This design comes from an exercise in tuning for small area on the open sky130 flow, not from production work.
In this exercise RTL edits were held to simulation tests only and were not proved equivalent to the original.
Power and IR drop assume default switching activity.

<file path="flow/flow/run.sh">
#!/bin/bash
# The standard ORFS layout with three changes that only affect area:
#  - synthesis maps the combinational logic with an area-oriented ABC script
#    (registers are mapped before ABC runs, so they are the standard ones);
#  - the smallest buffer on the ports;
#  - a clock tree of fewer, larger sink clusters and no dummy loads.
set -euo pipefail
here=$(pwd)
{
  cat <<TCL
proc abc {args} {
  set i [lsearch -exact \$args -script]
  if {\$i >= 0} { lset args [expr {\$i + 1}] $here/flow/abc_area_map.script }
  yosys abc {*}\$args
}
TCL
  cat synth_recipe.tcl
} > flow_synth.tcl
bash standard.sh \
  "SYNTH_SCRIPT=$here/flow_synth.tcl" \
  "BUFFER_PORTS_ARGS=-buffer_cell sky130_fd_sc_hd__buf_1" \
  "CTS_ARGS=-sink_clustering_enable -repair_clock_nets -dont_use_dummy_load -sink_clustering_size 10 -sink_clustering_max_diameter 40 -buf_list {sky130_fd_sc_hd__clkbuf_4}" \
  finish > make_finish.log 2>&1
</file>
<file path="flow/flow/abc_area_map.script">
strash
dch
map -a
topo
stime -c
</file>
<file path="flow/standard.sh">
#!/bin/bash
# synth_recipe.tcl (not shown) runs the flow's synth.tcl, then flattens the netlist and writes it again
# the make line also repeats each setting of config.mk as NAME=value (left out here)
make -C /OpenROAD-flow-scripts/flow DESIGN_CONFIG=/design/flow/config.mk WORK_HOME=/design/flow/orfs CLKGATE_MAP_FILE= SYNTH_SCRIPT=/design/flow/synth_recipe.tcl "${@:-finish}"
</file>
<file path="flow/config.mk">
export PLATFORM = sky130hd
export DESIGN_NAME = snn_spi_top
export DESIGN_NICKNAME = snn_spi_top
export VERILOG_FILES = /design/flow/design.v
export SDC_FILE = /design/flow/constraint.sdc
export NUM_CORES = 4
export LEC_CHECK = 0
export CAP_MARGIN = 20
export CORE_MARGIN = 2
export CORE_UTILIZATION = 65
export SLEW_MARGIN = 20
</file>
<file path="flow/constraint.sdc">
create_clock -name core_clock -period 5.0 [get_ports {SCK}]
set_input_delay 1.0000 -clock core_clock [delete_from_list [all_inputs] [get_ports {SCK}]]
set_output_delay 1.0000 -clock core_clock [all_outputs]
set_load 0.01 [all_outputs]
</file>
<file path="flow/design.v">
`default_nettype none
package snn_spi_pkg;
    typedef logic [32-1:0] word_t;
    typedef logic [15:0] cfg_addr_t;
    typedef logic [27-16:0] burst_len_t;
    typedef enum logic [2:0] {
        CFG   = 3'd0,
        NEUR  = 3'd1,
        ONEUR = 3'd2,
        WINP  = 3'd3,
        WREC  = 3'd4,
        WOUT  = 3'd5
    } mem_target_e;
    typedef struct packed {
        logic        wr_valid;
        logic        rd_valid;
        mem_target_e target;
        cfg_addr_t   addr;
        word_t       data;
    } spi_event_t;
    typedef struct packed {
        logic       en_conf;
        logic [8:0] ro_stage_sel;
        logic       get_clkint_out;
        logic       get_tar_req_out;
    } cfg_top_t;
    typedef struct packed {
        logic       rst_mode;
        logic [2:0] do_eprop;
        logic       local_tick;
        logic       error_halt;
        logic [2:0] fp_loc_winp;
        logic [2:0] fp_loc_wrec;
        logic [2:0] fp_loc_wout;
        logic [2:0] fp_loc_tinp;
        logic [2:0] fp_loc_trec;
        logic [2:0] fp_loc_tout;
        logic [3:0] learn_sig_scale;
        logic [2:0] regul_mode;
        logic [1:0] regul_w;
        logic       en_stoch_round;
        logic [7:0] sram_speedmode;
        logic       timing_mode;
        logic       regression;
        logic       single_label;
        logic       no_out_act;
        logic       send_per_timestep;
        logic       send_label_only;
        logic       noise_en;
        logic       force_traces;
    } cfg_ctrl_t;
    typedef struct packed {
        logic [31:0]  cycles_per_tick;
        logic [127:0] alpha_conf;
        logic [7:0]   kappa;
        logic [7:0]   num_inp_neur;
        logic [7:0]   num_rec_neur;
        logic [3:0]   num_out_neur;
    } cfg_net_t;
    typedef struct packed {
        logic [5-1:0] prog;
        logic [5-1:0] read;
        cfg_addr_t            addr;
        word_t                data;
    } mem_req_t;
endpackage
`default_nettype wire
`default_nettype none
module snn_spi_top (
    input  wire logic                SCK,
    input  wire logic                RST_async,
    input  wire logic                MOSI,
    output wire logic                MISO,
    output wire logic [11:0]         cfg_top,
    output wire logic [49:0]         cfg_ctrl,
    output wire logic [187:0]        cfg_net,
    output wire logic [57:0]         mem_req,
    input  wire logic [31:0]         mem_rdata
);
    logic [31:0] sr_n;       
    logic [31:0] sr;
    assign sr = ~sr_n;
    logic [4:0]  bit_cnt;
    logic        pend;       
    logic        mvalid;     
    logic        sq;         
    logic        pq;         
    logic        rq;         
    logic [31:0] d_zero;     
    logic [31:0] d_one;      
    assign d_zero = ~(sr_n | {32{RST_async}});
    assign d_one  = sr |  {32{RST_async}};
    logic [4:0]  tgt_oh;     
    logic        read_any;
    always_ff @(posedge SCK) begin
        if (read_any) sr_n <= ~mem_rdata;
        else          sr_n <= ~{sr[30:0], MOSI};
    end
    always_ff @(posedge SCK) begin
        if (RST_async) begin
            bit_cnt <= '0;
            pend    <= 1'b0;
        end else begin
            bit_cnt <= {bit_cnt[3:0], bit_cnt[4] ^ bit_cnt[2] ^ (bit_cnt[3:0] == 4'd0)};
            pend    <= (bit_cnt == 5'd16);
        end
    end
    always_ff @(posedge SCK) begin
        if (RST_async)              mvalid <= 1'b0;
        else if (bit_cnt == 5'd1)   mvalid <= read_any;    
    end
    assign MISO = sr[31] & mvalid;
    logic [11:0] rem;        
    logic        f_rd;
    logic [2:0]  f_tgt;
    logic [15:0] ac;         
    logic [15:0] ac_d;
    logic        ld_cmd;
    logic        ac_inc;
    logic        in_cmd;
    assign in_cmd = (rem == 12'd0);
    assign ld_cmd = pend && in_cmd;
    logic [12:0] rem_b;
    logic [11:0] rem_d;
    assign rem_b[0] = pend && !in_cmd;
    for (genvar i = 0; i < 12; i++) begin : g_rem
        assign rem_b[i+1] = rem_b[i] && !rem[i];
    end
    assign rem_d = ld_cmd ? sr[27:16] : (rem ^ rem_b[11:0]);
    always_ff @(posedge SCK) begin
        if (RST_async) rem <= '0;
        else           rem <= rem_d;
    end
    always_ff @(posedge SCK) begin
        if (ld_cmd) begin
            f_rd  <= sr[31];
            f_tgt <= sr[30:28];
        end
    end
    assign ac_inc = (pend && !in_cmd && f_rd) || pq;
    logic [16:0] ac_c;
    assign ac_c[0] = ac_inc;
    for (genvar i = 0; i < 16; i++) begin : g_ac
        assign ac_c[i+1] = ac_c[i] && ac[i];
    end
    assign ac_d   = ld_cmd ? sr[15:0] : (ac ^ ac_c[15:0]);
    always_ff @(posedge SCK) begin
        ac <= ac_d;
    end
    logic [2:0] ev_tgt;
    logic       ev_tgt_mem;
    logic       ev_wr;
    logic       ev_rd;
    assign ev_tgt     = in_cmd ? sr[30:28] : f_tgt;
    assign ev_tgt_mem = (ev_tgt != 3'd0) && (ev_tgt < 3'd6);
    assign ev_wr = pend && !in_cmd && !f_rd;
    assign ev_rd = pend && (in_cmd ? (sr[31] && (sr[27:16] != 12'd0))
                                   : (f_rd && (rem != 12'd1)));
    always_ff @(posedge SCK) begin
        if (RST_async) begin
            sq <= 1'b0;
        end else begin
            sq <= ev_wr || ev_rd;
        end
    end
    logic [15:0] maddr;
    logic [31:0] mdata;
    always_comb begin
        case (f_tgt)
            3'd1:    tgt_oh = 5'b00001;
            3'd2:    tgt_oh = 5'b00010;
            3'd3:    tgt_oh = 5'b00100;
            3'd4:    tgt_oh = 5'b01000;
            3'd5:    tgt_oh = 5'b10000;
            default: tgt_oh = 5'b00000;
        endcase
    end
    assign pq       = sq && !f_rd;
    assign rq       = sq && f_rd;
    assign read_any = rq && (|tgt_oh);
    always_ff @(posedge SCK) begin
        if (RST_async || ((ev_wr || ev_rd) && ev_tgt_mem))
            maddr <= ac_d & ~{16{RST_async}};
    end
    always_ff @(posedge SCK) begin
        if (RST_async || (ev_wr && ev_tgt_mem)) mdata <= d_zero;
    end
    assign mem_req = {tgt_oh & {5{pq}}, tgt_oh & {5{rq}}, maddr, mdata};
    logic cfg_wr;
    assign cfg_wr = ev_wr && (f_tgt == 3'd0);
    logic        hi_zero;
    logic [6:0]  a;
    assign hi_zero = (ac[15:7] == 9'd0);
    assign a       = ac[6:0];
    logic       cfg_hit;
    assign cfg_hit = cfg_wr && hi_zero;
    logic en_conf;
    logic [8:0] ro_stage_sel;
    logic get_clkint_out;
    logic get_tar_req_out;
    logic rst_mode;
    logic [2:0] do_eprop;
    logic local_tick;
    logic error_halt;
    logic [2:0] fp_loc_winp;
    logic [2:0] fp_loc_wrec;
    logic [2:0] fp_loc_wout;
    logic [2:0] fp_loc_tinp;
    logic [2:0] fp_loc_trec;
    logic [2:0] fp_loc_tout;
    logic [3:0] learn_sig_scale;
    logic [2:0] regul_mode;
    logic [1:0] regul_w;
    logic en_stoch_round;
    logic [7:0] sram_speedmode;
    logic timing_mode;
    logic regression;
    logic single_label;
    logic no_out_act;
    logic send_per_timestep;
    logic send_label_only;
    logic noise_en;
    logic force_traces;
    logic [31:0] cycles_per_tick;
    logic [31:0] alpha0;
    logic [31:0] alpha1;
    logic [31:0] alpha2;
    logic [31:0] alpha3;
    logic [7:0] kappa;
    logic [7:0] num_inp_neur;
    logic [7:0] num_rec_neur;
    logic [3:0] num_out_neur;
    always_ff @(posedge SCK) if (RST_async || (cfg_hit && a == 7'd0)) en_conf <= d_one[0];
    always_ff @(posedge SCK) if (RST_async || (cfg_hit && a == 7'd1)) ro_stage_sel <= d_zero[8:0];
    always_ff @(posedge SCK) if (RST_async || (cfg_hit && a == 7'd2)) get_clkint_out <= d_zero[0];
    always_ff @(posedge SCK) if (RST_async || (cfg_hit && a == 7'd3)) get_tar_req_out <= d_one[0];
    always_ff @(posedge SCK) if (RST_async || (cfg_hit && a == 7'd8)) rst_mode <= d_zero[0];
    always_ff @(posedge SCK) if (RST_async || (cfg_hit && a == 7'd9)) do_eprop <= {d_one[2], d_one[1], d_one[0]};
    always_ff @(posedge SCK) if (RST_async || (cfg_hit && a == 7'd10)) local_tick <= d_zero[0];
    always_ff @(posedge SCK) if (RST_async || (cfg_hit && a == 7'd11)) error_halt <= d_one[0];
    always_ff @(posedge SCK) if (RST_async || (cfg_hit && a == 7'd12)) fp_loc_winp <= d_zero[2:0];
    always_ff @(posedge SCK) if (RST_async || (cfg_hit && a == 7'd13)) fp_loc_wrec <= d_zero[2:0];
    always_ff @(posedge SCK) if (RST_async || (cfg_hit && a == 7'd14)) fp_loc_wout <= d_zero[2:0];
    always_ff @(posedge SCK) if (RST_async || (cfg_hit && a == 7'd15)) fp_loc_tinp <= d_zero[2:0];
    always_ff @(posedge SCK) if (RST_async || (cfg_hit && a == 7'd16)) fp_loc_trec <= d_zero[2:0];
    always_ff @(posedge SCK) if (RST_async || (cfg_hit && a == 7'd17)) fp_loc_tout <= d_zero[2:0];
    always_ff @(posedge SCK) if (RST_async || (cfg_hit && a == 7'd18)) learn_sig_scale <= d_zero[3:0];
    always_ff @(posedge SCK) if (RST_async || (cfg_hit && a == 7'd19)) regul_mode <= d_zero[2:0];
    always_ff @(posedge SCK) if (RST_async || (cfg_hit && a == 7'd20)) regul_w <= d_zero[1:0];
    always_ff @(posedge SCK) if (RST_async || (cfg_hit && a == 7'd21)) en_stoch_round <= d_zero[0];
    always_ff @(posedge SCK) if (RST_async || (cfg_hit && a == 7'd22)) sram_speedmode <= d_zero[7:0];
    always_ff @(posedge SCK) if (RST_async || (cfg_hit && a == 7'd23)) timing_mode <= d_zero[0];
    always_ff @(posedge SCK) if (RST_async || (cfg_hit && a == 7'd25)) regression <= d_zero[0];
    always_ff @(posedge SCK) if (RST_async || (cfg_hit && a == 7'd26)) single_label <= d_one[0];
    always_ff @(posedge SCK) if (RST_async || (cfg_hit && a == 7'd27)) no_out_act <= d_zero[0];
    always_ff @(posedge SCK) if (RST_async || (cfg_hit && a == 7'd30)) send_per_timestep <= d_zero[0];
    always_ff @(posedge SCK) if (RST_async || (cfg_hit && a == 7'd31)) send_label_only <= d_one[0];
    always_ff @(posedge SCK) if (RST_async || (cfg_hit && a == 7'd32)) noise_en <= d_zero[0];
    always_ff @(posedge SCK) if (RST_async || (cfg_hit && a == 7'd33)) force_traces <= d_zero[0];
    always_ff @(posedge SCK) if (RST_async || (cfg_hit && a == 7'd64)) cycles_per_tick <= d_zero[31:0];
    always_ff @(posedge SCK) if (RST_async || (cfg_hit && a == 7'd65)) alpha0 <= d_zero[31:0];
    always_ff @(posedge SCK) if (RST_async || (cfg_hit && a == 7'd66)) alpha1 <= d_zero[31:0];
    always_ff @(posedge SCK) if (RST_async || (cfg_hit && a == 7'd67)) alpha2 <= d_zero[31:0];
    always_ff @(posedge SCK) if (RST_async || (cfg_hit && a == 7'd68)) alpha3 <= d_zero[31:0];
    always_ff @(posedge SCK) if (RST_async || (cfg_hit && a == 7'd69)) kappa <= {d_zero[7], d_one[6], d_one[5], d_one[4], d_one[3], d_zero[2], d_one[1], d_zero[0]};
    always_ff @(posedge SCK) if (RST_async || (cfg_hit && a == 7'd94)) num_inp_neur <= {d_one[7], d_one[6], d_one[5], d_one[4], d_one[3], d_one[2], d_one[1], d_one[0]};
    always_ff @(posedge SCK) if (RST_async || (cfg_hit && a == 7'd95)) num_rec_neur <= {d_one[7], d_one[6], d_one[5], d_one[4], d_one[3], d_one[2], d_one[1], d_one[0]};
    always_ff @(posedge SCK) if (RST_async || (cfg_hit && a == 7'd96)) num_out_neur <= {d_one[3], d_one[2], d_one[1], d_one[0]};
    assign cfg_top  = {en_conf, ro_stage_sel, get_clkint_out, get_tar_req_out};
    assign cfg_ctrl = {rst_mode, do_eprop, local_tick, error_halt,
                       fp_loc_winp, fp_loc_wrec, fp_loc_wout,
                       fp_loc_tinp, fp_loc_trec, fp_loc_tout,
                       learn_sig_scale, regul_mode, regul_w,
                       en_stoch_round, sram_speedmode, timing_mode,
                       regression, single_label, no_out_act, send_per_timestep,
                       send_label_only, noise_en, force_traces};
    assign cfg_net  = {cycles_per_tick, alpha3, alpha2, alpha1, alpha0,
                       kappa, num_inp_neur, num_rec_neur, num_out_neur};
endmodule
`default_nettype wire
</file>
==> impl_metrics.ini, run 1 <==
[run_status]
status = complete, no violations

[synthesis]
synth_xor_area_share_pct = 0.06964
synth_area_per_cell_sq_um = 15.98
synth_fa_ha_area_share_pct = 2.587
synth_nets = 848
syn-instance-count = 787
synth.distinct_cells = 23
synthMuxAreaShare_pct = 0.07959
synth_top_family_by_area = simple AND/OR/NAND/NOR gates
ys_ff_latch = 370
syn_area_sq_um = 12580
synth-simple-area-share_pct = 6.905
synth-compound-area-share_pct = 5.124
ys_seq_area_share_pct = 82.94
yosysWarnings = 1

[detailed_routing]
vias = 7689
drc = 0
antenna_left = 0
drt-pass1-iter-count = 4
drtIter0Drc = 515
wl_per_cell_microns = 19.61
vias_per_cell = 5.354
wl_mm = 28.16

[sta]
slew_headroom_pct = 37.73
skew_ns = 0.05473
hold_slack_ns = 0.4336
clock.fmax_ghz = 0.2194
rsz0062_at_grt = no
worst_pin_slew_ns = 0.9305
setup_violations = 0
fin_tns_setup_ns = 0
period_minus_slack_ns = 4.559
worst_slack_ns = 0.4413
hold_viol = 0
period_share_pct = 91.17
drv_slew = 0

[cts]
clk_pin_slew_ns = 0.10
cts-root-buf = clkbuf_4
cts_made_buffers = 43
clock_path_buffers = 3
postCtsHoldBufs = 0
clock_sinks = 370
ctsResizeCount = 0
cts_tree = built
post-cts-setup-buffer-count = 0
clk_latency_ns = 0.67
htree_levels = 2

[worst_setup_path]
critical_path_required_ns = 5.36
crit_type = reg -> reg
endpoint_kind = register
r2r_start = rem[8]$_SDFF_PP0_
rr_worst_depth = 24
reg2reg_to = maddr[15]$_DFFE_PP_
crit_end = maddr[15]$_DFFE_PP_
reg2reg_slack_ns = 0.44
worst_ep_arrival_time_ns = 4.92
startpoint = rem[8]$_SDFF_PP0_
critPathMaxFanout = 3
cp-start-kind = register

[die]
core_sq_um = 18830
dieWidth_microns = 143.1
pin_count = 344
rows = 50
dieArea_sq_um = 20480
start_util_pct = 66.78
die_y_microns = 143.1

[finish]
fillers = 1201
final_core_util_pct = 77.71
fin_area_sq_um = 14630
layout_commonest_cell = buf_1
most-common-layout-cells = buf_1 (342), edfxtp_1 (302), nor2_1 (102)
synthToLayoutAreaGrowth_pct = 16.36
fin_cells = 1436
multiInputGateArea_sq_um = 1934
drive_gt1_share_pct = 7.483
nets = 1239
antennaDiodeCount = 0
layout.area.seq_sq_um = 10430

[place]
io_buffers = 343
placed_cell_area_sq_um = 14280
dpl.hpwl_mm = 19.85
gp_congestion = 0.8464
pre_cts_ws_ns = 0.4530
place_inst = 1392

[global_route]
grt_pass1_wl_mm = 41.07
grt.overflow.total = 0
grt_max_degree = 67
antenna_found_initial = 0
grt_usage_pct = 27.26
grt_pass1_vias = 7341

[power_and_ir_drop]
total_power_mw = 5.314
peakVddDrop_mv = 0.2922
power.density_nw_per_um2 = 363.1
power_leakage_nw = 5.163

[hold_path]
holdCritPathClass = reg -> reg

[run]
cap_viol_max_count = 0
-- state kept, by name, summed over array words and instances, names as in the netlist, 5 cells and up --
name	cells
alpha1	32
num_inp_neur	8
ac	16
sr_n	32
kappa	8
mdata	32
cycles_per_tick	32
ro_stage_sel	9
alpha0	32
rem	12
bit_cnt	5
alpha3	32
sram_speedmode	8
num_rec_neur	8
alpha2	32
maddr	16
-- how the worst min path moves through the flow --
| stage | from | endpoint | slack, ns | cells after the start |
|---|---|---|---|---|
| 2_1_floorplan | bit_cnt[2]$_SDFF_PP0_ | bit_cnt[3]$_SDFF_PP0_ | 0.41 | 2 |
| 3_3_place_gp | bit_cnt[2]$_SDFF_PP0_ | bit_cnt[3]$_SDFF_PP0_ | 0.42 | 2 |
| 3_5_place_dp | bit_cnt[0]$_SDFF_PP0_ | bit_cnt[1]$_SDFF_PP0_ | 0.42 | 2 |
| 4_1_cts | bit_cnt[0]$_SDFF_PP0_ | bit_cnt[1]$_SDFF_PP0_ | 0.44 | 2 |
| 5_1_grt | mem_rdata[6] | sr_n[6]$_DFF_P_ | 0.45 | 2 |
| 6_report | bit_cnt[0]$_SDFF_PP0_ | bit_cnt[1]$_SDFF_PP0_ | 0.43 | 2 |
-- routing by layer --
metal	global-route usage (%)	routed length (microns)	share of wire, %	up-vias
li1	-	-	-	3614
met1	35.38	11010	39	3680
met2	45.93	14110	50	357
met3	7.780	2589	9.2	38
met4	7.035	444	1.6	0
met5	0	0	0	-
-- where the power goes --
part / switching (mW) / total [mW] / internal (mW) / leakage (nW)
clock: 0.854 / 1.25 / 0.398 / 0.198
combinational: 0.330 / 0.449 / 0.119 / 1.39
sequential: 0.0772 / 3.61 / 3.54 / 3.57
-- final cells by class --
cell class | count | share of cell area, %
clock buffer | 43 | 2.206
tap | 260 | 2.223
inverter | 47 | 1.206
timing repair buffer | 361 | 9.867
sequential | 370 | 71.28
multi-input combinational | 355 | 13.22
-- cells in the mapped netlist --
| cell | n | area, sq um |
|---|---|---|
| edfxtp_1 | 302 | 9069 |
| nor2_1 | 104 | 390.4 |
| dfxtp_1 | 68 | 1361 |
| a21oi_1 | 63 | 315.3 |
| nand2_1 | 63 | 236.5 |
| clkinv_1 | 47 | 176.4 |
| o21ai_0 | 40 | 200.2 |
| ha_1 | 26 | 325.3 |
| or2_2 | 16 | 100.1 |
| buf_4 | 15 | 112.6 |
| a21boi_0 | 11 | 82.58 |
| nand4_1 | 8 | 50.05 |
| nand3_1 | 7 | 35.03 |
| nor4_1 | 5 | 31.28 |
| nor3_1 | 2 | 10.01 |
| o211ai_1 | 2 | 15.01 |
| o31ai_1 | 2 | 15.01 |
| a211oi_1 | 1 | 7.510 |
| and2_2 | 1 | 7.510 |
| and3_2 | 1 | 7.510 |
| mux2i_1 | 1 | 10.01 |
| o311ai_0 | 1 | 8.760 |
| xor2_1 | 1 | 8.760 |
-- cells by family (layout without fill, tap and decap cells) --
family / after synthesis / in the layout
adders and majority gates: 26 / 26
buffers and inverters: 62 / 451
xor gates and xnor gates: 1 / 1
AOI/OAI and AO/OA: 120 / 120
muxes: 1 / 1
and+or+nand+nor: 207 / 207
DFF: 370 / 370
-- worst max-delay path: stages, from the launching register on --
cell and delay [ns]:
dfxtp_1 0.33, nor4_1 0.35, nand2_1 0.11, nor2_1 0.15, nor2_1 0.10, nand2_1 0.09
nand2_1 0.07, ha_1 0.19, ha_1 0.18, ha_1 0.18, ha_1 0.18, ha_1 0.18
ha_1 0.18, ha_1 0.19, ha_1 0.19, ha_1 0.19, ha_1 0.18, ha_1 0.19
ha_1 0.19, ha_1 0.18, ha_1 0.18, ha_1 0.18, xor2_1 0.16, nand2_1 0.08
a21oi_1 0.07
==> inputs of run 2 (changes only) <==
==> flow/flow/abc_area_map.script (replaced) <==
strash
dc2
dch
amap
topo
stime -c
==> run 2 against run 1 <==
  * Sequential power increased by 1%
  * Combinational power increased by 11%
  * Critical path depth increased by 1
  * Count of clock-buffer cells in the layout increased by 1
  * Die area decreased by 1.3%
  * Highest routed layer unchanged
  * Maximum frequency decreased by 1.4%
  * Sequential cell count unchanged
  * Synthesized area decreased by 1.3%
  * Register-to-register slack got worse by 0.07 ns
  * Clock skew increased by 0.0038 ns
  * First-iteration DRC count increased by 19%
==> impl_metrics.ini, run 2 <==
[run_status]
status = complete, no violations

[run]
cap_viol_max_count = 0

[worst_setup_path]
reg2reg_to = maddr[15]$_DFFE_PP_
crit_end = maddr[15]$_DFFE_PP_
rr_worst_depth = 25
reg2reg_slack_ns = 0.37
crit_top_cell = ha_1
worst_ep_arrival_time_ns = 4.97
critical_path_required_ns = 5.35
critPathMaxFanout = 3
crit_type = reg -> reg
slowest_delay_ns = 0.37
critPathSlowestCell = nor4_1
r2r_start = rem[11]$_SDFF_PP0_
cp-start-kind = register
startpoint = rem[11]$_SDFF_PP0_
endpoint_kind = register

[sta]
skew_ns = 0.05849
hold_viol = 0
worst_slack_ns = 0.3743
rsz0062_at_grt = no
fin_tns_setup_ns = 0
period_minus_slack_ns = 4.626
drv_slew = 0
clock.fmax_ghz = 0.2162
setup_violations = 0
period_share_pct = 92.51
slew_headroom_pct = 32.65
worst_pin_slew_ns = 1.007

[power_and_ir_drop]
seqPwrFrac_pct = 67.6
power.density_nw_per_um2 = 374.6
power_leakage_nw = 5.014
p_comb_share_pct = 9.2
p_clk_share_pct = 23.2
p_switching_mw = 1.311
p_int_mw = 4.092
netSwitchingFraction_pct = 24.27
peakVddDrop_mv = 0.3018

[die]
dieArea_sq_um = 20210
dieWidth_microns = 142.2
pin_count = 344
die_y_microns = 142.2
rows = 50
start_util_pct = 66.33
core_sq_um = 18710

[finish]
synthToLayoutAreaGrowth_pct = 16.23
drive_gt1_share_pct = 6.440
nets = 1181
fillers = 1189
layout_commonest_cell = buf_1
most-common-layout-cells = buf_1 (342), edfxtp_1 (302), nor2_1 (71)

[cts]
clk_latency_ns = 0.64
clock_sinks = 370
clk_pin_slew_ns = 0.11
post-cts-setup-buffer-count = 0
clock_path_buffers = 3
cts_tree = built
cts_made_buffers = 44
htree_levels = 2
postCtsHoldBufs = 0
cts-root-buf = clkbuf_4
ctsResizeCount = 0

[synthesis]
synth_area_per_cell_sq_um = 17.02
syn_area_sq_um = 12410
synthArstFlopShare_pct = 0
synth_top_flop_cell = edfxtp_1
ys_ff_latch = 370
ys_seq_area_share_pct = 84.06
synthTopCellsByCount = edfxtp_1 (302), nor2_1 (74), dfxtp_1 (68)
synth.distinct_cells = 26
yosysWarnings = 1
synth_nets = 790
synth_area_leaders = edfxtp_1 (73%), dfxtp_1 (11%), ha_1 (2.6%)
yosysMostFrequentCell = edfxtp_1
synth-edff-count = 302
synth_top_area_share_pct = 73.09
synth_top_area_cell = edfxtp_1
syn-instance-count = 729

[detailed_routing]
drtIter0Drc = 612
drt-pass1-iter-count = 5
drc = 0
antenna_left = 0
wl_mm = 29.19
vias = 7655
wl_per_cell_microns = 21.57
vias_per_cell = 5.658

[place]
gp_congestion = 0.8663
dpl.hpwl_mm = 20.64
pre_cts_ws_ns = 0.3023
io_buffers = 343

[global_route]
grt.overflow.total = 0
antenna_found_initial = 1
grt_pass1_vias = 7282
grt_max_degree = 49
grt_pass1_wl_mm = 42.26
grt_usage_pct = 28.78

[hold_path]
holdCritPathClass = reg -> reg
run 2: cell count changes after synthesis, moves of 12 or more:
cell and delta:
a21oi_1 -45, clkinv_1 +12, nand2_1 -35, nor2_1 -30, o22ai_1 +29, or2_2 -16
run 2: logic make-up (layout without fill, tap and decap cells):
| kind of cell | after synthesis | after routing | share of synthesized area [%] |
|---|---|---|---|
| compound gates | 106 | 106 | 5.143 |
| fa+ha+maj | 26 | 26 | 2.622 |
| buf+inv | 74 | 463 | 2.692 |
| flops | 370 | 370 | 84.06 |
| other cells | 0 | 1 | 0 |
| simple gates | 153 | 153 | 5.486 |
run 2: worst max-delay path, delay by kind of cell, from the launching register on:
| family | cells | cell delay (ns) |
|---|---|---|
| compound gates | 2 | 0.20 |
| fa+ha+maj | 15 | 2.77 |
| buf+inv | 1 | 0.10 |
| flops | 1 | 0.34 |
| simple gates | 7 | 0.93 |
run 2: worst min path at each step:
stage | endpoint | depth (start not counted) | from | slack (ns)
2_1_floorplan | bit_cnt[3]$_SDFF_PP0_ | 2 | bit_cnt[2]$_SDFF_PP0_ | 0.41
3_3_place_gp | bit_cnt[4]$_SDFF_PP0_ | 2 | bit_cnt[3]$_SDFF_PP0_ | 0.41
3_5_place_dp | bit_cnt[4]$_SDFF_PP0_ | 2 | bit_cnt[3]$_SDFF_PP0_ | 0.42
4_1_cts | bit_cnt[4]$_SDFF_PP0_ | 2 | bit_cnt[3]$_SDFF_PP0_ | 0.43
5_1_grt | bit_cnt[4]$_SDFF_PP0_ | 2 | bit_cnt[3]$_SDFF_PP0_ | 0.43
6_report | bit_cnt[4]$_SDFF_PP0_ | 2 | bit_cnt[3]$_SDFF_PP0_ | 0.42
run 2: routing by layer:
metal / up-vias / wire (microns) / global-route usage, %
met4: 0 / 1508 / 14.95
met5: - / 0 / 0
li1: 3497 / - / -
met3: 92 / 2721 / 8.950
met1: 3637 / 10420 / 33.62
met2: 429 / 14530 / 48.31
run 2: layout make-up:
cell class | instances | area (sq um) | area share [%]
timing repair buffer | 360 | 1429 | 9.907
sequential | 370 | 10430 | 72.32
multi-input combinational | 285 | 1717 | 11.90
tap | 234 | 292.8 | 2.030
antenna | 1 | 2.502 | 0.01735
clock buffer | 44 | 330.3 | 2.290
inverter | 59 | 221.5 | 1.536
run 2: through the flow:
step | power, mW | cells | hold slack [ns] | instance area [sq um] | util (%)
after floorplan | 3.968 | 729 | 0.4081 | 12410 | -
after global placement | 4.210 | 1308 | 0.4122 | 14080 | 75.26
after detailed placement | 4.218 | 1308 | 0.4171 | 14080 | 75.26
after CTS | 5.429 | 1352 | 0.4286 | 14410 | 77.03
after global routing | 5.599 | 1353 | 0.4254 | 14420 | 77.10
final | 5.403 | 1353 | 0.4241 | 14420 | 77.10
run 2: power groups by stage:
stage	clock [mW]	combinational, mW	sequential (mW)
3_5_place_dp	0	0.499	3.72
2_1_floorplan	0	0.189	3.78
6_report	1.25	0.497	3.65
5_1_grt	1.38	0.546	3.67
4_1_cts	1.28	0.500	3.65
3_3_place_gp	0	0.492	3.72
==> inputs of run 3 (changes only) <==
--- a/flow/config.mk
+++ b/flow/config.mk
@@ -9,3 +9,4 @@
 export CORE_MARGIN = 2
 export CORE_UTILIZATION = 65
+export GPL_TIMING_DRIVEN = 0
 export SLEW_MARGIN = 20
==> run 3 against run 2 <==
  * Still clean on timing, DRC and antenna
  * Sequential cell count did not move
  * Sequential power barely moved
  * Worst hold slack got worse by 0.017 ns
  * Critical path depth rose by 2
  * Non-clock buffer count rose by 15
  * Largest power group unchanged
  * Critical endpoint unchanged
  * Critical path type unchanged
  * Sequential share of layout area fell by 1.8 points
  * Maximum frequency fell by 2.3%
  * Synthesized area did not move
==> impl_metrics.ini, run 3 <==
[finish]
nets = 1196
fillers = 1097
synthToLayoutAreaGrowth_pct = 19.28
drive_gt1_share_pct = 8.826
layout_commonest_cell = buf_1
layout.area.seq_sq_um = 10430
multiInputGateArea_sq_um = 1768
most-common-layout-cells = buf_1 (342), edfxtp_1 (302), nor2_1 (70)
final_core_util_pct = 79.12
fin_area_sq_um = 14800
fin_cells = 1368

[detailed_routing]
wl_mm = 29.63
antenna_left = 0
vias_per_cell = 5.636
drc = 0
drtIter0Drc = 549
drt-pass1-iter-count = 5
vias = 7710
wl_per_cell_microns = 21.66

[worst_setup_path]
crit_type = reg -> reg
crit_top_cell = ha_1
startpoint = rem[7]$_SDFF_PP0_
critical_path_required_ns = 5.38
cp-start-kind = register
critPathSlowestCell = dfxtp_1
r2r_start = rem[7]$_SDFF_PP0_
critPathMaxFanout = 3
endpoint_kind = register
worst_ep_arrival_time_ns = 5.11
slowest_delay_ns = 0.31

[die]
rows = 50
pin_count = 344
start_util_pct = 66.33
core_sq_um = 18710
dieArea_sq_um = 20210
die_y_microns = 142.2
dieWidth_microns = 142.2

[power_and_ir_drop]
power.density_nw_per_um2 = 368.4
power_leakage_nw = 5.178
peakVddDrop_mv = 0.2395
p_int_mw = 4.118
seqPwrFrac_pct = 67.0
netSwitchingFraction_pct = 24.46
total_power_mw = 5.452
p_switching_mw = 1.333
p_clk_share_pct = 23.3
p_comb_share_pct = 9.8

[cts]
clk_pin_slew_ns = 0.10
clock_sinks = 370
clk_latency_ns = 0.67
cts_made_buffers = 44
postCtsHoldBufs = 0
clock_path_buffers = 3
cts_tree = built
cts-root-buf = clkbuf_4
htree_levels = 2

[sta]
worst_pin_slew_ns = 0.9305
clock.fmax_ghz = 0.2113
hold_viol = 0
rsz0062_at_grt = no
setup_violations = 0
skew_ns = 0.05381
drv_slew = 0
period_share_pct = 94.66
slew_headroom_pct = 37.59
period_minus_slack_ns = 4.733
hold_slack_ns = 0.4071

[global_route]
grt.overflow.total = 0
grt_max_degree = 49
grt_pass1_wl_mm = 43.04
grt_usage_pct = 29.17
grt_pass1_vias = 7323
antenna_found_initial = 1

[hold_path]
holdCritPathClass = reg -> reg
hold_start = bit_cnt[3]$_SDFF_PP0_

[synthesis]
synth_top_flop_cell = edfxtp_1
synth.distinct_cells = 26
syn_area_sq_um = 12410
synth_top_area_share_pct = 73.09
yosysWarnings = 1
synthTopCellsByCount = edfxtp_1 (302), nor2_1 (74), dfxtp_1 (68)
ys_seq_area_share_pct = 84.06
synth_top_area_cell = edfxtp_1
yosysMostFrequentCell = edfxtp_1
ys_ff_latch = 370
synth_area_per_cell_sq_um = 17.02
syn-instance-count = 729
synth_nets = 790
synthArstFlopShare_pct = 0
synth_area_leaders = edfxtp_1 (73%), dfxtp_1 (11%), ha_1 (2.6%)
synth-edff-count = 302

[run_status]
status = complete, no violations

[place]
place_inst = 1321
dpl.hpwl_mm = 21.42
io_buffers = 343
gp_congestion = 0.8476
placed_cell_area_sq_um = 14410

[run]
cap_viol_max_count = 0
==> run 3: changes by cell type in the layout (fill, tap and decap cells not counted), moves of 2 or more <==
cell      before  now
buf_16         0    9
buf_4         16   18
buf_8          0    2
clkinv_1      59   56
clkinv_2       0    2
ha_1          26   22
ha_2           0    4
o21ai_0       33   29
o21ai_1        1    4
==> run 3: path summary, 6_finish.rpt <==
path | to | slack (ns) | depth (start not counted)
min reg2reg | bit_cnt[4]$_SDFF_PP0_ | 0.41 | 2
max reg2reg | maddr[15]$_DFFE_PP_ | 0.27 | 27
min | bit_cnt[4]$_SDFF_PP0_ | 0.41 | 2
max | maddr[15]$_DFFE_PP_ | 0.27 | 27
==> run 3: worst max-delay path, delay by kind of cell (launching register included) <==
kind	cells	cell delay [ns]
AO/OA/AOI/OAI	2	0.20
adder cells (fa/ha/maj)	15	2.75
buffers and inverters	2	0.14
flip-flops	1	0.31
AND/OR/NAND/NOR	8	1.06
==> run 3: area by class of cell <==
cell class	instances	area share, %
Tap cell	234	1.978
Buffer	15	0.7608
Multi-Input combinational cell	285	11.95
Inverter	59	1.513
Sequential cell	370	70.47
Timing Repair Buffer	360	11.08
Clock buffer	44	2.232
Antenna cell	1	0.01691
==> run 3: repair_timing <==
item / CTS / global route
setup endpoints to repair: 0 / 4
buffers inserted: 0 / 2
resized for setup: 0 / 10
==> run 3: through the flow <==
step	setup WS (ns)	TNS, ns
finish	0.2672	0
global route	0.005392	0
CTS	0.1008	0
detailed placement	0.1563	0
global placement	-3.725	-844.83
floorplan	0.07515	0
==> run 3: power by group through the flow <==
stage                     Clock [mW]  Sequential, mW  Combinational (mW)
after floorplan                    0            3.78               0.189
after global placement             0            3.73               0.477
after detailed placement           0            3.72               0.531
after CTS                       1.29            3.65               0.532
after global routing            1.39            3.67               0.580
final                           1.27            3.65               0.533
==> run 3: cells by family after synthesis <==
kind of cell	synth area share (%)
flip-flops	84.06
AND/OR/NAND/NOR	5.486
AO/OA/AOI/OAI	5.143
buffers and inverters	2.692
adder cells (fa/ha/maj)	2.622
==> run 3: layer usage <==
| metal | global-route usage [%] | vias up | wire (microns) |
|---|---|---|---|
| met5 | 0 | - | 0 |
| met4 | 12.26 | 0 | 1122 |
| met3 | 8.075 | 78 | 2611 |
| met2 | 50.24 | 402 | 15150 |
| met1 | 34.90 | 3699 | 10750 |
| li1 | - | 3531 | - |
==> inputs of run 4 (changes only) <==
--- a/flow/config.mk
+++ b/flow/config.mk
@@ -6,7 +6,6 @@
 export NUM_CORES = 4
 export LEC_CHECK = 0
-export CAP_MARGIN = 20
+export CAP_MARGIN = 5
 export CORE_MARGIN = 2
 export CORE_UTILIZATION = 65
-export GPL_TIMING_DRIVEN = 0
-export SLEW_MARGIN = 20
+export SLEW_MARGIN = 5
==> run 4 against run 3 <==
  * Still clean on timing, DRC and antenna
  * Clock skew is 0.00054 ns lower
  * Total power is 0.91% lower
  * Sequential cell count stayed put
  * Core utilization is 2.0 points lower
  * Maximum frequency is 2.4% higher
  * Synthesized cell count stayed put
  * Critical path depth is 2 lower
  * Wire length is 1.5% lower
  * Critical endpoint unchanged
  * Largest power group unchanged
==> impl_metrics.ini, run 4 <==
[place]
dpl.hpwl_mm = 20.64
pre_cts_ws_ns = 0.3023
gp_congestion = 0.8663
place_inst = 1308
placed_cell_area_sq_um = 14080
io_buffers = 343

[detailed_routing]
wl_mm = 29.18
antenna_left = 0
vias = 7657
drt-pass1-iter-count = 5
wl_per_cell_microns = 21.57
vias_per_cell = 5.659
drc = 0
drtIter0Drc = 611

[synthesis]
yosysMostFrequentCell = edfxtp_1
synth_nets = 790
syn-instance-count = 729
synth_top_flop_cell = edfxtp_1
synth-edff-count = 302
ys_ff_latch = 370
synth_area_leaders = edfxtp_1 (73%), dfxtp_1 (11%), ha_1 (2.6%)
ys_seq_area_share_pct = 84.06
syn_area_sq_um = 12410
synthTopCellsByCount = edfxtp_1 (302), nor2_1 (74), dfxtp_1 (68)
synth_top_area_cell = edfxtp_1
synth.distinct_cells = 26
yosysWarnings = 1
synthArstFlopShare_pct = 0
synth_area_per_cell_sq_um = 17.02
synth_top_area_share_pct = 73.09

[finish]
synthToLayoutAreaGrowth_pct = 16.19
fin_cells = 1353
fin_area_sq_um = 14420
drive_gt1_share_pct = 6.261
final_core_util_pct = 77.08
most-common-layout-cells = buf_1 (342), edfxtp_1 (302), nor2_1 (73)
layout.area.seq_sq_um = 10430
fillers = 1191
nets = 1181
multiInputGateArea_sq_um = 1712
layout_commonest_cell = buf_1

[worst_setup_path]
reg2reg_to = maddr[15]$_DFFE_PP_
rr_worst_depth = 25
crit_family = adder cells
startpoint = rem[11]$_SDFF_PP0_
worst_ep_arrival_time_ns = 4.97
crit_type = reg -> reg
critPathMaxFanout = 3
cp-start-kind = register
r2r_start = rem[11]$_SDFF_PP0_
endpoint_kind = register
critical_path_required_ns = 5.35
critPathSlowestCell = nor4_1
reg2reg_slack_ns = 0.38
crit_top_cell = ha_1
cp_num_buf_inv = 1
slowest_delay_ns = 0.37

[sta]
setup_violations = 0
fin_tns_setup_ns = 0
period_share_pct = 92.45
skew_ns = 0.05327
worst_slack_ns = 0.3774
hold_slack_ns = 0.4241
drv_slew = 0
slew_headroom_pct = 26.32
hold_viol = 0
clock.fmax_ghz = 0.2163
rsz0062_at_grt = no
period_minus_slack_ns = 4.623
worst_pin_slew_ns = 1.101

[global_route]
grt_usage_pct = 28.78
grt_pass1_wl_mm = 42.26
grt_max_degree = 49
antenna_found_initial = 1
grt.overflow.total = 0
grt_pass1_vias = 7282

[cts]
cts_tree = built
clock_path_buffers = 3
clock_sinks = 370
cts_made_buffers = 44
htree_levels = 2
cts-root-buf = clkbuf_4
postCtsHoldBufs = 0
clk_latency_ns = 0.64
clk_pin_slew_ns = 0.11

[power_and_ir_drop]
peakVddDrop_mv = 0.3018
power_leakage_nw = 5.014
total_power_mw = 5.402
power.density_nw_per_um2 = 374.7

[die]
start_util_pct = 66.33
core_sq_um = 18710
dieArea_sq_um = 20210
die_y_microns = 142.2
dieWidth_microns = 142.2
pin_count = 344
rows = 50

[hold_path]
holdCritPathClass = reg -> reg
hold_start = bit_cnt[3]$_SDFF_PP0_
min_delay_worst_endpoint = bit_cnt[4]$_SDFF_PP0_
holdPathStages = 2

[run]
cap_viol_max_count = 0

[run_status]
status = complete, no violations
-- run 4: cell count changes in the layout (fill, tap and decap cells not counted), moves of 2 or more --
| cell | delta |
|---|---|
| clkinv_1 | +3 |
| nor2_1 | +3 |
| buf_8 | -2 |
| clkinv_2 | -2 |
| o21ai_1 | -3 |
| o21ai_0 | +4 |
| nor2_2 | -2 |
| ha_2 | -4 |
| buf_4 | -2 |
| buf_16 | -9 |
| ha_1 | +4 |
-- run 4: how the worst max path moves through the flow --
| stage | end | slack, ns | cells after the start |
|---|---|---|---|
| after floorplan | alpha0[0]$_DFFE_PP_ | 0.08 | 9 |
| after global placement | maddr[15]$_DFFE_PP_ | 0.36 | 27 |
| after detailed placement | maddr[15]$_DFFE_PP_ | 0.30 | 27 |
| after CTS | maddr[15]$_DFFE_PP_ | 0.23 | 27 |
| after global routing | maddr[15]$_DFFE_PP_ | 0.09 | 27 |
| final | maddr[15]$_DFFE_PP_ | 0.38 | 25 |
-- run 4: logic make-up (layout without fill, tap and decap cells) --
group | Yosys count | after routing | share of synthesized area (%)
adders and majority gates | 26 | 26 | 2.622
buffers and inverters | 74 | 463 | 2.692
AOI/OAI and AO/OA | 106 | 106 | 5.143
other | 0 | 1 | 0
DFF | 370 | 370 | 84.06
and+or+nand+nor | 153 | 153 | 5.486
-- run 4: repair_timing --
item / CTS / global route
setup endpoints to repair: 0 / 1
buffers inserted: 0 / 0
resized for setup: 0 / 1
-- run 4: layout make-up --
type / instances / share of cell area [%]
tap: 234 / 2.031
multi-input combinational: 285 / 11.87
timing repair buffer: 360 / 9.911
inverter: 59 / 1.536
sequential: 370 / 72.34
antenna: 1 / 0.01736
clock buffer: 44 / 2.291
-- run 4: report_power, final --
| part | switching (mW) | internal (mW) | total [mW] |
|---|---|---|---|
| clock network | 0.848 | 0.407 | 1.26 |
| logic | 0.362 | 0.134 | 0.496 |
| registers | 0.101 | 3.55 | 3.65 |
| total | 1.31 | 4.09 | 5.40 |
-- run 4: per-layer routing --
layer  wire [microns]  part of all wire, %  track usage [%]  up-vias
li1                 -                    -                -     3495
met5                0                    0                0        -
met1            10420                   36            33.62     3636
met3             2743                  9.4            8.950       96
met4             1518                  5.2            14.95        0
met2            14500                   50            48.31      430
-- run 4: worst min-delay path, cell delays in order (launching register included) --
cell and delay (ns):
dfxtp_1 0.32, clkinv_1 0.05, nor2_1 0.03

## what the ideal ports hide
Ports are ideal in the flow. The routed layouts listed here were re-timed in OpenROAD. Step 1, drivers: a clkbuf_16 drives SCK and a buf_2 each remaining input, both assumed. Step 2 times the ports against the registers' clock, not the clock port: input delays grow and output delays shrink by t, the midpoint of the rising clock arrivals with the driver on. a / b / c = ideal ports / drivers / drivers and shift; a / b = the first two.
run	t (ns)	setup WS [ns]	worst setup path at the end
run 1	0.680	0.441 / 0.441 / 0.441	register to register
run 2	0.658	0.374 / 0.374 / 0.374	register to register
run 3	0.683	0.267 / 0.267 / 0.267	register to register
run 4	0.661	0.377 / 0.377 / 0.377	register to register
After both steps every run listed still meets setup and hold.
